Background: an optimization exercise with open tools, aiming at small area. Do not read the settings as production practice.
At most, simulation tests tie the RTL to the original design; equivalence was not proved.
Only the layout flow was run in runs 1 and 2; the RTL was not checked for function there.
Power and IR drop assume default switching activity.

--- flow/config.mk ---
export PLATFORM = sky130hd
export DESIGN_NAME = tdc_readout_top
export DESIGN_NICKNAME = tdc_readout_top
export VERILOG_FILES = /design/flow/design.v
export SDC_FILE = /design/flow/constraint.sdc
export NUM_CORES = 4
export LEC_CHECK = 0
export CAP_MARGIN = 20
export CORE_MARGIN = 2
export CORE_UTILIZATION = 40
export SLEW_MARGIN = 20
--- flow/constraint.sdc ---
create_clock -name core_clock -period 5.0 [get_ports {clkWizard}]
set_input_delay 1.0000 -clock core_clock [delete_from_list [all_inputs] [get_ports {clkWizard}]]
set_output_delay 1.0000 -clock core_clock [all_outputs]
set_load 0.01 [all_outputs]
--- flow/design.v ---
`timescale 1ns/100ps
`default_nettype none
package tdc_readout_pkg;
    localparam int NB_BYTE        = 8;
    localparam int BYTES_PER_WORD = 4;
    localparam int NB_WORD        = NB_BYTE * BYTES_PER_WORD;
    localparam int NB_FINE   = 12;
    localparam int NB_COARSE = NB_WORD - NB_FINE;
    localparam int UART_DATA_BITS  = 8;
    localparam int UART_FRAME_BITS = UART_DATA_BITS + 2;
    typedef struct packed {
        logic [NB_COARSE-1:0] coarse_count;
        logic [NB_FINE-1:0]   fine_code;
    } tdc_meas_t;
    typedef union packed {
        tdc_meas_t                              meas;
        logic [BYTES_PER_WORD-1:0][NB_BYTE-1:0] bytes;
    } tdc_word_u;
endpackage
`default_nettype wire
`timescale 1ns/100ps
`default_nettype none
module tdc_readout_top
#(
    parameter int FIFO_STAGES  = 4,
    parameter int STAGE_DEPTH  = 8,
    parameter int CLKS_PER_BIT = 64,
    parameter int READ_LIMIT   = 1024
) (
    input  wire            clkWizard,
    input  wire            finish_mem_reset,
    input  wire            measure_done,
    input  wire [31:0]     measure_word,
    input  wire            start_writing,
    input  wire            start_reading,
    output logic           led_write_err,
    output logic           led_write_stage,
    output logic           led_read_stage,
    output logic           tx
);
    localparam int DEPTH = FIFO_STAGES * STAGE_DEPTH;    
    localparam int CW    = $clog2(DEPTH + 1);            
    localparam int SW    = $clog2(DEPTH);                
    wire rst = finish_mem_reset;
    logic writing, reading;
    wire  idle = !writing && !reading;
    wire  writing_nx = !rst && (idle ? start_writing : (writing && !start_reading));
    wire  reading_nx = !rst && (reading || (idle ? !start_writing && start_reading
                                                 : (writing && start_reading)));
    always_ff @(posedge clkWizard) begin
        writing <= writing_nx;
        reading <= reading_nx;
    end
    logic [CW-1:0] cnt;
    wire           full = cnt[CW-1];
    logic          can_push, cant_push;
    wire           push = measure_done && can_push;
    always_ff @(posedge clkWizard) begin
        if (rst) begin
            led_write_err   <= 1'b0;
            led_write_stage <= 1'b0;
            led_read_stage  <= 1'b0;
        end else begin
            led_write_err   <= measure_done && writing && full;
            led_write_stage <= writing;
            led_read_stage  <= reading;
        end
    end
    logic [2:0] arrived;
    wire        head_valid = arrived[2] && (cnt != '0);
    logic       holding;
    wire        take = reading && head_valid && !holding;
    wire [CW-1:0] cnt_nx = rst  ? '0 :
                           push ? cnt + 1'b1 :
                           take ? cnt - 1'b1 : cnt;
    always_ff @(posedge clkWizard) begin
        cnt       <= cnt_nx;
        can_push  <= writing_nx && !cnt_nx[CW-1];
        cant_push <= !(writing_nx && !cnt_nx[CW-1]);
        if (rst)
            arrived <= '0;
        else
            arrived <= {arrived[1:0], cnt != '0};
    end
    logic [SW-1:0] shifts;       
    logic          consume;      
    wire           align = reading && (shifts != '0);
    logic          rd_shift, rd_hold;
    always_ff @(posedge clkWizard) begin
        if (rst) begin
            rd_shift <= 1'b0;
            rd_hold  <= 1'b1;
        end else begin
            rd_shift <= align || consume;
            rd_hold  <= !(align || consume);
        end
    end
    wire shift = (measure_done && can_push) || rd_shift;
    wire hold  = (!measure_done || cant_push) && rd_hold;
    logic        phase;
    logic [31:0] mem [0:DEPTH-1];
    always_ff @(posedge clkWizard) begin
        if (rst)
            phase <= 1'b0;
        else
            phase <= !phase;
    end
    always_ff @(posedge clkWizard) begin
        mem[0] <= ~(((measure_word ^ {32{phase}}) & {32{shift}}) | (mem[0] & {32{hold}}));
        for (int i = 1; i < DEPTH; i++)
            mem[i] <= ~((mem[i-1] & {32{shift}}) | (mem[i] & {32{hold}}));
    end
    always_ff @(posedge clkWizard) begin
        if (rst)
            shifts <= '0;
        else if (push || align)
            shifts <= shifts + 1'b1;
    end
    logic [1:0] byte_idx;        
    logic       send;
    logic       busy;
    always_ff @(posedge clkWizard) begin
        if (rst) begin
            holding  <= 1'b0;
            byte_idx <= '0;
            send     <= 1'b0;
        end else begin
            send <= holding && !busy && !send;
            if (take)
                holding <= 1'b1;
            else if (send && byte_idx == 2'd3)
                holding <= 1'b0;
            if (send)
                byte_idx <= byte_idx + 1'b1;
        end
    end
    logic [5:0] tick;
    logic [3:0] bit_idx;
    wire        bit_end = (tick == 6'd63);
    wire [1:0] cur_byte = byte_idx - 1'b1;
    wire       data_bit = mem[DEPTH-1][{cur_byte, bit_idx[2:0]}] ^ phase;
    assign consume = busy && bit_end && (bit_idx == 4'd8) && (cur_byte == 2'd3);
    always_ff @(posedge clkWizard) begin
        if (rst) begin
            busy    <= 1'b0;
            tx      <= 1'b1;
            tick    <= '0;
            bit_idx <= '0;
        end else if (!busy) begin
            if (send) begin
                busy <= 1'b1;
                tx   <= 1'b0;
            end
        end else begin
            tick <= tick + 1'b1;
            if (bit_end) begin
                if (bit_idx == 4'd9) begin
                    busy    <= 1'b0;
                    tx      <= 1'b1;
                    bit_idx <= '0;
                end else begin
                    bit_idx <= bit_idx + 1'b1;
                    tx      <= bit_idx[3] ? 1'b1 : data_bit;
                end
            end
        end
    end
endmodule
`default_nettype wire
--- flow/run.sh ---
#!/bin/bash
# synth_recipe.tcl (not shown) runs the flow's synth.tcl, then flattens the netlist and writes it again
# the make line also repeats each setting of config.mk as NAME=value (left out here)
make -C /OpenROAD-flow-scripts/flow DESIGN_CONFIG=/design/flow/config.mk WORK_HOME=/design/flow/orfs CLKGATE_MAP_FILE= SYNTH_SCRIPT=/design/flow/synth_recipe.tcl finish
==> results of run 1 <==
routing by layer:
layer | share of wire | GRT usage
met1 | 0.47 | 0.166
met3 | 0.031 | 0.0258
met4 | 0.023 | 0.0437
met2 | 0.47 | 0.210
met5 | 0 | 0
flip-flops by register name, indices dropped and copies added (netlist names):
register         count
writing              1
rd_hold              1
cant_push            1
arrived              3
mem               1024
shifts               5
byte_idx             2
holding              1
led_read_stage       1
tick                 6
led_write_err        1
tx                   1
cnt                  6
rd_shift             1
can_push             1
phase                1
bit_idx              4
reading              1
send                 1
busy                 1
led_write_stage      1
placed cells by master, fill, tap and decap left out, types with 9 or more instances in the layout:
cell type	n
clkbuf_1	23
nand2_1	20
clkdlybuf4s50_1	39
clkinv_2	15
clkbuf_8	31
buf_4	13
dfxtp_1	1063
clkbuf_16	99
nor2b_1	9
buf_12	17
nor2_1	33
mux2i_1	18
a21oi_1	11
xor2_1	41
a22oi_1	1028
inv_1	9
worst max-delay path, stage by stage:
cell and delay [ns]:
clkdlybuf4s50_1 0.58, nand2_1 0.21, nand2b_4 0.64, buf_12 0.51, a22oi_1 0.17
Yosys cell counts, drive strengths merged:
| master | count | share of area |
|---|---|---|
| dfxtp | 1064 | 0.68 |
| a22oi | 1028 | 0.25 |
| clkbuf | 146 | 0.017 |
| buf | 95 | 0.014 |
| xor2 | 41 | 0.011 |
| nor2 | 34 | 0.0041 |
| nand2 | 20 | 0.0024 |
| mux2i | 18 | 0.0057 |
| a21oi | 11 | 0.0018 |
| inv | 10 | 0.0012 |
| nor2b | 9 | 0.0018 |
| ha | 8 | 0.0032 |
| nand4 | 8 | 0.0016 |
| xnor2 | 7 | 0.0020 |
| nand3 | 6 | 0.0011 |
| a211oi | 4 | 0.0014 |
| nand2b | 4 | 0.00080 |
| nor3 | 4 | 0.00064 |
| o21ai | 4 | 0.00064 |
| nor3b | 3 | 0.00072 |
| and2 | 2 | 0.00040 |
| nor4 | 2 | 0.00060 |
| o22ai | 2 | 0.00040 |
| a21boi | 1 | 0.00024 |
| a21o | 1 | 0.00024 |
| a311oi | 1 | 0.00028 |
| a31oi | 1 | 0.00020 |
| and3 | 1 | 0.00020 |
| nor4b | 1 | 0.00028 |
| o31ai | 1 | 0.00024 |
| o41ai | 1 | 0.00028 |
| or3 | 1 | 0.00020 |
worst min-delay path by stage:
stage	to	from
after floorplan	arrived[1]	arrived[0]
after global placement	arrived[1]	arrived[0]
after detailed placement	arrived[1]	arrived[0]
after CTS	mem[23][20]	mem[22][20]
after global routing	mem[23][15]	mem[22][15]
final	mem[23][20]	mem[22][20]
layout make-up:
class / instances / area [um2] / share of cell area
Sequential cell: 1064 / 21300 / 0.593
Multi-Input combinational cell: 1224 / 9080 / 0.253
Clock buffer: 153 / 2990 / 0.0832
Tap cell: 1040 / 1300 / 0.0362
Timing Repair Buffer: 70 / 833 / 0.0232
Clock inverter: 31 / 392 / 0.0109
Inverter: 10 / 37.5 / 0.00104
power breakdown:
part           total (mW)  switching, mW  internal, mW  leakage (nW)
registers            15.2           2.39          12.9          8.97
clock network        7.50           3.06          4.44          1.66
logic                3.12           1.19          1.93          4.75
cell families after synthesis:
| logic type | count (synthesis) | synth area share |
|---|---|---|
| adder cells (fa/ha/maj) | 8 | 0.00319 |
| flip-flops | 1064 | 0.679 |
| buffers and inverters | 251 | 0.0324 |
| multiplexers | 18 | 0.00574 |
| AO/OA/AOI/OAI | 1055 | 0.252 |
| XOR/XNOR | 48 | 0.0134 |
| AND/OR/NAND/NOR | 95 | 0.0149 |
per-stage QoR:
stage	total power [mW]	util	hold WS [ns]	setup slack, ns	cell area [um2]
global route	27.5	0.463	0.446	2.09	35900
CTS	26.2	0.463	0.416	2.27	35900
global placement	18.3	0.420	0.418	1.68	32600
detailed placement	18.5	0.420	0.430	1.61	32600
finish	25.9	0.463	0.416	2.25	35900
floorplan	17.3	-	0.414	2.78	31400
==> impl_results.md, run 1 <==
- CP Class: in -> reg
- Leakage power: 15.4 nW
- Port-buffer cells: 40
- Critical Path Sink Type: flop
- Drt wl/cell: 14.5 um
- Drt initial violations: 1696
- Half-perimeter wire length after placement: 28.3 mm
- Run status: no timing/DRC/antenna violations
- Number of clock sinks: 1064
- Top fanout value on the critical path: 129
- Worst hold-check path type: reg -> reg
- Yosys synthesis warning count: 2
- Final count of hold timing violations: 0
- Clock transition at the registers of the reported paths: 0.06 ns
- Unique masters post-synth: 40
- Critical Path End: mem[22][16]
- RSZ-0062 raised after global routing: no
- Number of buffers inserted to repair setup after CTS: 0
- Via count of the first global-routing pass: 19247
- Critical Path Start Type: input pin
- Core Box Area: 0.0776 mm2
- Start point of the critical path: measure_done
- Origin of the critical flop-to-flop path: cant_push
- Required time worst endpoint: 5.46 ns
- Number of diodes added for antenna fixing: 0
- Total setup violations reported at the end of the flow: 0
- Worst rel slew slack: 0.300
- NumNets Final: 2513
- CTS tree: done
- Remaining number of nets flagged by the antenna check after routing: 0
- Placed cell count: 3408
- Clk root buf: clkbuf_16
- Routed vias/inst: 5.51
- Minimum clock period after layout: 2.75 ns
- GRT Residual Overflow: 0
- Synth-to-Final Area Change: 14.5%
- Worst Max-Slew Pin Slew: 1.05 ns
- Reg-to-reg endpoint: mem[12][15]
- Detailed Route WL: 52.0 mm
- Count of boundary I/O pins: 41
- Final std cells w/o fill: 3592
- Antenna violations before repair: 0
- Final estimated routing congestion in global placement: 0.726
- Final Max Slew Viols: 0
- Pin count of the biggest net entering global routing: 149
- Num rows: 102
- Post-cts sizing count: 0
- Synthesis-stage register bit count: 1064
- Arrival time of data at the critical path endpoint: 3.21 ns
- Worst-case vdd ir drop: 0.000339 V
- Clock latency on the worst-skew pair: 0.65 ns
- Gr usage total: 0.127
- Die boundary height: 284 um
- Number of CTS-inserted buffers: 98
- Die outline width: 284 um
- Post-synthesis cell area: 0.0314 mm2
- Initial cell density of the core: 0.404
- Average cell area after synthesis: 12.4 um2
- Ratio of cells with drive above 1 in the final layout: 0.0784
- 1st-pass router iterations: 8
- Number of buffers added to fix hold violations after cts: 0
- Total of fill cells in the finished design: 7063
- Ratio of final minimum period to clock period: 0.550
- Detailed-route DRC error count: 0
- Hold Path Depth: 1
- Setup TNS: 0 ns
- Power density cells: 720 mW/mm2
- Clock tree buffer depth: 3
- Sequential element share of the synthesized area: 0.679
- Number of instances in the synthesized netlist: 2539
- Area of the die: 0.0807 mm2
- Wire length of the first global-routing pass: 90.8 mm
- Maximum Capacitance Violations: 0
- Number of levels the H-tree was split into: 3
- Worst reg-to-reg setup slack: 2.88 ns
- Maximum operating frequency: 364 MHz
- Count of cells along the worst register-to-register path: 4
- Post-Syn Nets: 2584
- Via count: 19775
- Clock skew: 0.0480 ns
==> run 2: changes to the inputs <==
--- a/flow/config.mk
+++ b/flow/config.mk
@@ -8,4 +8,5 @@
 export CAP_MARGIN = 20
 export CORE_MARGIN = 2
 export CORE_UTILIZATION = 40
+export CTS_BUF_LIST = sky130_fd_sc_hd__clkbuf_4
 export SLEW_MARGIN = 20
==> run 2 against run 1 <==
Via count grew 4.3%; clock skew grew 0.051 ns; utilization shrank 0.51 points; die area is the same; power shrank 3.7%; largest cell class unchanged.
==> impl_results.md, run 2 <==
- GRT Residual Overflow: 0
- Run status: no timing/DRC/antenna violations
- Peak per-stage delay on the critical path: 0.62 ns
- Routed vias/inst: 5.40
- Yosys synthesis warning count: 2
- Post-cts sizing count: 0
- Count of boundary I/O pins: 41
- Core Box Area: 0.0776 mm2
- Remaining number of nets flagged by the antenna check after routing: 0
- Core occupancy in the finished layout: 0.458
- Post-layout instance area: 0.0355 mm2
- Ratio of final minimum period to clock period: 0.589
- Synth-to-Final Area Change: 13.3%
- Largest family of logic cells by synthesized area: compound AO/OA/AOI/OAI gates
- Die boundary height: 284 um
- Post-synthesis cell type with the largest combined area: dfxtp_1
- Required time worst endpoint: 4.00 ns
- Top-area cell type share of the netlist area: 0.679
- Setup TNS: 0 ns
- Final count of hold timing violations: 0
- Placed cell count: 3408
- Unique masters post-synth: 40
- Number of levels the H-tree was split into: 5
- Share of synthesized cell area in and, or, nand and nor gates: 0.0149
- Most frequent cells in the layout: 1063 x dfxtp_1, 1028 x a22oi_1, 360 x clkbuf_4
- Critical Path Sink Type: output port
- Xor/xnor cell area share of the yosys netlist: 0.0134
- Die outline width: 284 um
- Post-synthesis compound-gate area fraction: 0.252
- List of cells traversed by the critical path: clkdlybuf4s50_1
- Worst hold-check path type: reg -> reg
- Clock latency on the worst-skew pair: 1.08 ns
- Clk root buf: clkbuf_4
- Clock transition at the registers of the reported paths: 0.06 ns
- RSZ-0062 raised after global routing: no
- Initial cell density of the core: 0.404
- Area used by multi-input combinational logic: 0.00908 mm2
- Critical Path Start Type: flop
- Antenna violations before repair: 1
- 1st-pass router iterations: 6
- Cell Area, Placed: 0.0326 mm2
- Cell family with the largest share of critical-path delay: buffers and inverters
- Register name with the most flops: mem
- Final Max Slew Viols: 0
- Sequential element share of the synthesized area: 0.679
- Half-perimeter wire length after placement: 28.3 mm
- Leakage power: 15.5 nW
- Power density cells: 701 mW/mm2
- Number of clock sinks: 1064
- Ratio of cells with drive above 1 in the final layout: 0.149
- Most common library cell in the layout ignoring fill and taps: dfxtp_1
- Synth Flop Type: dfxtp_1
- CTS tree: done
- Fraction of registers with async set/reset: 0
- Drt initial violations: 1527
- Multiplexer fraction of the synthesized cell area: 0.00574
- Leading cell types by total area after synthesis: dfxtp_1 68%, a22oi_1 25%, clkbuf_1 1.7%
- Top fanout value on the critical path: 2
- Maximum operating frequency: 339 MHz
- Total setup violations reported at the end of the flow: 0
- Number of CTS-inserted buffers: 274
- Number of instances in the synthesized netlist: 2539
- CP Class: reg -> out
- Final estimated routing congestion in global placement: 0.726
- Top cell types by occurrence after synthesis: 1064 x dfxtp_1, 1028 x a22oi_1, 146 x clkbuf_1
- Gr usage total: 0.133
- Final std cells w/o fill: 3820
- Post-Syn Nets: 2584
- Setup ws final: 2.05 ns
- Number of enable-type register cells in the synthesized netlist: 0
- Detailed-route DRC error count: 0
- Pin count of the biggest net entering global routing: 149
- Via count: 20622
- NumNets Final: 2689
- Arrival time of data at the critical path endpoint: 1.95 ns
- Clock skew: 0.0988 ns
- Min Hold Slack: 0.394 ns
- Detailed Route WL: 53.8 mm
- Cell at the slowest stage of the critical path: clkdlybuf4s50_1
- Via count of the first global-routing pass: 20351
- Wire length of the first global-routing pass: 93.9 mm
- Drt wl/cell: 14.1 um
- Worst rel slew slack: 0.284
- Number of buffers added to fix hold violations after cts: 0
- Post-synthesis cell area: 0.0314 mm2
- Setup WS pre-CTS: 1.61 ns
- Port-buffer cells: 40
- Leading registers by flop count: mem (1024), cnt (6), tick (6)
- Area share of fa/ha/maj cells after synthesis: 0.00319
- Minimum clock period after layout: 2.95 ns
- Area of the die: 0.0807 mm2
- Clock tree buffer depth: 4
- Worst-case vdd ir drop: 0.000334 V
- Average cell area after synthesis: 12.4 um2
- Worst Max-Slew Pin Slew: 1.07 ns
- Total of fill cells in the finished design: 7264
- Maximum Capacitance Violations: 0
- Total power draw: 24.9 mW
- Number of buffers inserted to repair setup after CTS: 0
- Sequential cell area in the final layout: 0.0213 mm2
- Num rows: 102
- Most frequent cell after synthesis: dfxtp_1
- Buffers and inverters on the worst path: 1
- Synthesis-stage register bit count: 1064
- Flip-flop count of the largest register after layout: 1024
run 2: final timing paths:
check             cells past startpoint     endpoint         from  slack (ns)
setup / recovery                      1           tx           tx        2.05
hold / removal                        1  mem[31][23]  mem[30][23]        0.39
setup reg to reg                      5  mem[22][14]    cant_push        2.82
hold reg to reg                       1  mem[31][23]  mem[30][23]        0.39
run 2: final cells by class:
class,count,share of cell area
inverter,10,0.00106
clock inverter,51,0.00799
antenna,1,0.0000704
clock buffer,360,0.0760
tap,1040,0.0366
multi-input combinational,1224,0.255
sequential,1064,0.599
timing repair buffer,70,0.0234
run 2: logic make-up (layout without fill, tap and decap cells):
| family | Yosys count | in the layout |
|---|---|---|
| muxes | 18 | 18 |
| DFF | 1064 | 1064 |
| xor gates and xnor gates | 48 | 48 |
| AOI/OAI and AO/OA | 1055 | 1055 |
| and+or+nand+nor | 95 | 95 |
| other | 0 | 1 |
| adders and majority gates | 8 | 8 |
| buffers and inverters | 251 | 491 |
run 2: power by group:
group	switching, mW	internal [mW]	total (mW)
combinational	1.19	1.93	3.12
clock	3.08	3.46	6.54
sequential	2.39	12.8	15.2
total	6.67	18.2	24.9
run 2: layer usage:
| layer | wire length, um | vias up | part of all wire | track usage |
|---|---|---|---|---|
| li1 | - | 10131 | - | - |
| met1 | 25400 | 10035 | 0.47 | 0.173 |
| met2 | 25000 | 341 | 0.46 | 0.200 |
| met3 | 1850 | 115 | 0.034 | 0.0322 |
| met4 | 1520 | 0 | 0.028 | 0.0820 |
| met5 | 0 | - | 0 | 0 |
==> run 3: changes to the inputs <==
--- a/flow/design.v
+++ b/flow/design.v
@@ -43,18 +43,21 @@
     localparam int SW    = $clog2(DEPTH);                
     wire rst = finish_mem_reset;
     logic writing, reading;
-    wire  idle = !writing && !reading;
-    wire  writing_nx = !rst && (idle ? start_writing : (writing && !start_reading));
-    wire  reading_nx = !rst && (reading || (idle ? !start_writing && start_reading
-                                                 : (writing && start_reading)));
     always_ff @(posedge clkWizard) begin
-        writing <= writing_nx;
-        reading <= reading_nx;
+        if (rst) begin
+            writing <= 1'b0;
+            reading <= 1'b0;
+        end else if (!writing && !reading) begin
+            writing <= start_writing;
+            reading <= !start_writing && start_reading;
+        end else if (writing && start_reading) begin
+            writing <= 1'b0;
+            reading <= 1'b1;
+        end
     end
     logic [CW-1:0] cnt;
     wire           full = cnt[CW-1];
-    logic          can_push, cant_push;
-    wire           push = measure_done && can_push;
+    wire           push = measure_done && writing && !full;
     always_ff @(posedge clkWizard) begin
         if (rst) begin
             led_write_err   <= 1'b0;
@@ -70,45 +73,29 @@
     wire        head_valid = arrived[2] && (cnt != '0);
     logic       holding;
     wire        take = reading && head_valid && !holding;
-    wire [CW-1:0] cnt_nx = rst  ? '0 :
-                           push ? cnt + 1'b1 :
-                           take ? cnt - 1'b1 : cnt;
     always_ff @(posedge clkWizard) begin
-        cnt       <= cnt_nx;
-        can_push  <= writing_nx && !cnt_nx[CW-1];
-        cant_push <= !(writing_nx && !cnt_nx[CW-1]);
-        if (rst)
+        if (rst) begin
+            cnt     <= '0;
             arrived <= '0;
-        else
+        end else begin
             arrived <= {arrived[1:0], cnt != '0};
+            if (push)
+                cnt <= cnt + 1'b1;
+            else if (take)
+                cnt <= cnt - 1'b1;
+        end
     end
     logic [SW-1:0] shifts;       
     logic          consume;      
     wire           align = reading && (shifts != '0);
-    logic          rd_shift, rd_hold;
-    always_ff @(posedge clkWizard) begin
-        if (rst) begin
-            rd_shift <= 1'b0;
-            rd_hold  <= 1'b1;
-        end else begin
-            rd_shift <= align || consume;
-            rd_hold  <= !(align || consume);
-        end
-    end
-    wire shift = (measure_done && can_push) || rd_shift;
-    wire hold  = (!measure_done || cant_push) && rd_hold;
-    logic        phase;
+    wire           shift = push || align || consume;
     logic [31:0] mem [0:DEPTH-1];
     always_ff @(posedge clkWizard) begin
-        if (rst)
-            phase <= 1'b0;
-        else
-            phase <= !phase;
-    end
-    always_ff @(posedge clkWizard) begin
-        mem[0] <= ~(((measure_word ^ {32{phase}}) & {32{shift}}) | (mem[0] & {32{hold}}));
-        for (int i = 1; i < DEPTH; i++)
-            mem[i] <= ~((mem[i-1] & {32{shift}}) | (mem[i] & {32{hold}}));
+        if (shift) begin
+            mem[0] <= measure_word;
+            for (int i = 1; i < DEPTH; i++)
+                mem[i] <= mem[i-1];
+        end
     end
     always_ff @(posedge clkWizard) begin
         if (rst)
@@ -138,7 +125,7 @@
     logic [3:0] bit_idx;
     wire        bit_end = (tick == 6'd63);
     wire [1:0] cur_byte = byte_idx - 1'b1;
-    wire       data_bit = mem[DEPTH-1][{cur_byte, bit_idx[2:0]}] ^ phase;
+    wire       data_bit = mem[DEPTH-1][{cur_byte, bit_idx[2:0]}];
     assign consume = busy && bit_end && (bit_idx == 4'd8) && (cur_byte == 2'd3);
     always_ff @(posedge clkWizard) begin
         if (rst) begin
--- a/flow/config.mk
+++ b/flow/config.mk
@@ -8,5 +8,4 @@
 export CAP_MARGIN = 20
 export CORE_MARGIN = 2
 export CORE_UTILIZATION = 40
-export CTS_BUF_LIST = sky130_fd_sc_hd__clkbuf_4
 export SLEW_MARGIN = 20
==> run 3 against run 2 <==
Final cell count down 34%; via count is 47% lower; setup slack got worse by 0.17 ns; combinational power fell by 87%; non-clock buffer count is 4 higher; global-route usage is 5.5 points lower; die area is 4.0% higher; design area grew 6.1%; sequential power decreased by 32%; largest cell class unchanged; highest routed layer unchanged.
==> impl_results.md, run 3 <==
- Run status: no timing/DRC/antenna violations
- Maximum operating frequency: 321 MHz
- Top-area cell type share of the netlist area: 0.942
- Largest family of logic cells by synthesized area: simple AND/OR/NAND/NOR gates
- Ratio of final minimum period to clock period: 0.623
- Critical Path Sink Type: flop
- Fraction of power spent switching nets: 0.190
- Min Hold Slack: 0.406 ns
- Via count of the first global-routing pass: 10820
- Number of instances in the synthesized netlist: 1221
- Worst rel slew slack: 0.482
- Arrival time of data at the critical path endpoint: 3.62 ns
- Post-Syn Nets: 1268
- Number of clock sinks: 1059
- Drt wl/cell: 13.0 um
- Worst-case vdd ir drop: 0.000367 V
- Synth-to-Final Area Change: 15.6%
- Maximum Capacitance Violations: 0
- Setup WS pre-CTS: 1.34 ns
- Post-synthesis cell type with the largest combined area: edfxtp_1
- Port-buffer cells: 40
- Flip-flop count of the largest register after layout: 1024
- Die outline width: 290 um
- Internal portion of total power: 14.3 mW
- Register name with the most flops: mem
- Post-synthesis compound-gate area fraction: 0.00587
- Number of enable-type register cells in the synthesized netlist: 1024
- Core Box Area: 0.0807 mm2
- Most frequent cells in the layout: 1024 x edfxtp_1, 98 x clkbuf_16, 40 x clkdlybuf4s50_1
- Detailed-route DRC error count: 0
- Sequential element share of the synthesized area: 0.964
- Clock share of power: 0.389
- Routed vias/inst: 4.36
- GRT Residual Overflow: 0
- Count of boundary I/O pins: 41
- Top cell types by occurrence after synthesis: 1024 x edfxtp_1, 35 x dfxtp_1, 31 x nor2_1
- Synthesis-stage register bit count: 1059
- Switching Power: 3.35 mW
- Required time worst endpoint: 5.51 ns
- Post-synthesis cell area: 0.0326 mm2
- Peak per-stage delay on the critical path: 0.51 ns
- Cell at the slowest stage of the critical path: clkdlybuf4s50_1
- Number of buffers added to fix hold violations after cts: 0
- Ratio of cells with drive above 1 in the final layout: 0.123
- Via count: 10988
- Placed cell count: 2343
- Synth Flop Type: edfxtp_1
- Number of diodes added for antenna fixing: 0
- Total setup violations reported at the end of the flow: 0
- Power share of the combinational group: 0.022
- Yosys synthesis warning count: 2
- Wire length of the first global-routing pass: 53.1 mm
- Leading registers by flop count: mem (1024), cnt (6), tick (6)
- Leading cell types by total area after synthesis: edfxtp_1 94%, dfxtp_1 2.1%, mux2i_1 0.37%
- Final Max Slew Viols: 0
- CTS tree: done
- Leakage power: 11.9 nW
- Worst Max-Slew Pin Slew: 0.776 ns
- Most common library cell in the layout ignoring fill and taps: edfxtp_1
- Number of buffers inserted to repair setup after CTS: 0
- Minimum clock period after layout: 3.11 ns
- Power density cells: 468 mW/mm2
- Origin of the critical flop-to-flop path: tick[0]
- Gr usage total: 0.0780
- Cell family with the largest share of critical-path delay: compound AO/OA/AOI/OAI gates
- Buffers and inverters on the worst path: 2
- Top fanout value on the critical path: 6
- RSZ-0062 raised after global routing: no
- Area of the die: 0.0839 mm2
- Clock tree buffer depth: 3
- Xor/xnor cell area share of the yosys netlist: 0.00403
- Post-cts sizing count: 0
- Most frequent cell after synthesis: edfxtp_1
- Remaining number of nets flagged by the antenna check after routing: 0
- CP Class: in -> reg
- NumNets Final: 1428
- Half-perimeter wire length after placement: 15.9 mm
- Initial cell density of the core: 0.405
- Clk root buf: clkbuf_16
- Share of synthesized cell area in and, or, nand and nor gates: 0.0108
- Hold Startpoint: mem[6][19]
- Final count of hold timing violations: 0
- Drt initial violations: 866
- Unique masters post-synth: 46
- Worst hold-check path type: reg -> reg
- Final estimated routing congestion in global placement: 0.658
- Final std cells w/o fill: 2519
- Multiplexer fraction of the synthesized cell area: 0.00863
- Clock transition at the registers of the reported paths: 0.06 ns
- Setup ws final: 1.89 ns
- Clock skew: 0.0199 ns
- Number of CTS-inserted buffers: 96
- Num rows: 104
- List of cells traversed by the critical path: clkdlybuf4s50_1, and3b_1, inv_1, ha_1, a21o_1, a21oi_1, o21bai_1, a211oi_1, mux2_2
- Number of levels the H-tree was split into: 3
- Pin count of the biggest net entering global routing: 138
- Start point of the critical path: measure_done
- Clock latency on the worst-skew pair: 0.63 ns
- 1st-pass router iterations: 4
- Average cell area after synthesis: 26.7 um2
- Critical Path Start Type: input pin
- Area share of fa/ha/maj cells after synthesis: 0.00406
- Detailed Route WL: 32.7 mm
- Sequential share of power: 0.588
- Antenna violations before repair: 0
- Fraction of registers with async set/reset: 0
- Die boundary height: 290 um
[run 3: changes by cell type after synthesis, moves of 11 or more]
cell / delta
edfxtp_1: +1024
dfxtp_1: -1029
buf_1: -38
nand2_1: -11
xor2_1: -33
buf_2: -54
clkbuf_1: -138
a22oi_1: -1028
[run 3: final timing paths]
kind	to	slack [ns]	cells past startpoint
hold reg to reg	mem[7][19]	0.41	0
setup reg to reg	mem[20][3]	2.04	6
setup / recovery	cnt[5]	1.89	9
hold / removal	mem[7][19]	0.41	0
[run 3: power by group through the flow]
stage	clock network, mW	logic (mW)	registers [mW]
after global routing	7.49	0.441	10.4
after detailed placement	0	0.405	10.6
after global placement	0	0.382	10.6
final	6.87	0.396	10.4
after CTS	7.14	0.406	10.4
after floorplan	0	0.238	10.7
[run 3: kinds of logic (layout without fill, tap and decap cells)]
group	Yosys count	count (layout)
xor+xnor	15	15
simple gates	71	71
compound gates	28	28
mux	19	19
flops	1059	1059
buf+inv	19	257
fa+ha+maj	10	10
[run 3: per-stage QoR]
step	setup TNS, ns	utilization	power, mW	area (um2)
after floorplan	-986.13	-	10.9	32700
after global placement	0	0.430	10.9	34700
after detailed placement	0	0.430	11.0	34700
after CTS	0	0.468	17.9	37700
after global routing	0	0.468	18.4	37700
final	0	0.468	17.7	37700
[run 3: final cells by class]
class,instances,area (um2)
Clock inverter,55,435
Fill cell,6530,43000
Timing Repair Buffer,74,793
Clock buffer,121,2580
Inverter,7,26.3
Tap cell,1060,1330
Sequential cell,1059,31500
Multi-Input combinational cell,143,1110
[run 3: per-layer routing]
| metal | track usage | routed length, um |
|---|---|---|
| met5 | 0 | 0 |
| met4 | 0.0378 | 1010 |
| met3 | 0.0245 | 1520 |
| met2 | 0.121 | 15500 |
| met1 | 0.101 | 14600 |

-- afterwards: timing with drivers on the ports --
The results above use ideal ports. As a check the final layouts listed here were re-extracted and re-timed, cells and wires unchanged. Step 1: set_driving_cell puts a clkbuf_16 on clkWizard and a buf_2 on each other input, an assumption about the parent block. Step 2 times the ports against the registers' clock, not the clock port: input delays grow and output delays shrink by t, the midpoint of the rising clock arrivals with the driver on. a / b / c = ideal / step 1 / step 2; a / b = the first two.
| run | t, ns | setup WS [ns] | latest minus earliest clock arrival (ns) | worst register clock-pin slew, ns |
|---|---|---|---|---|
| run 1 | 0.686 | 2.249 / 2.284 / 1.598 | 0.051 / 0.050 | 0.06 / 0.06 |
| run 2 | 1.075 | 2.053 / 1.996 / 1.561 | 0.129 / 0.128 | 0.07 / 0.07 |
| run 3 | 0.681 | 1.886 / 1.915 / 1.234 | 0.024 / 0.024 | 0.06 / 0.06 |
After both steps every run listed still meets setup and hold. For run 3, which loses most, drivers alone change the setup slack by +0.029 ns; drivers and shift together by -0.652 ns.
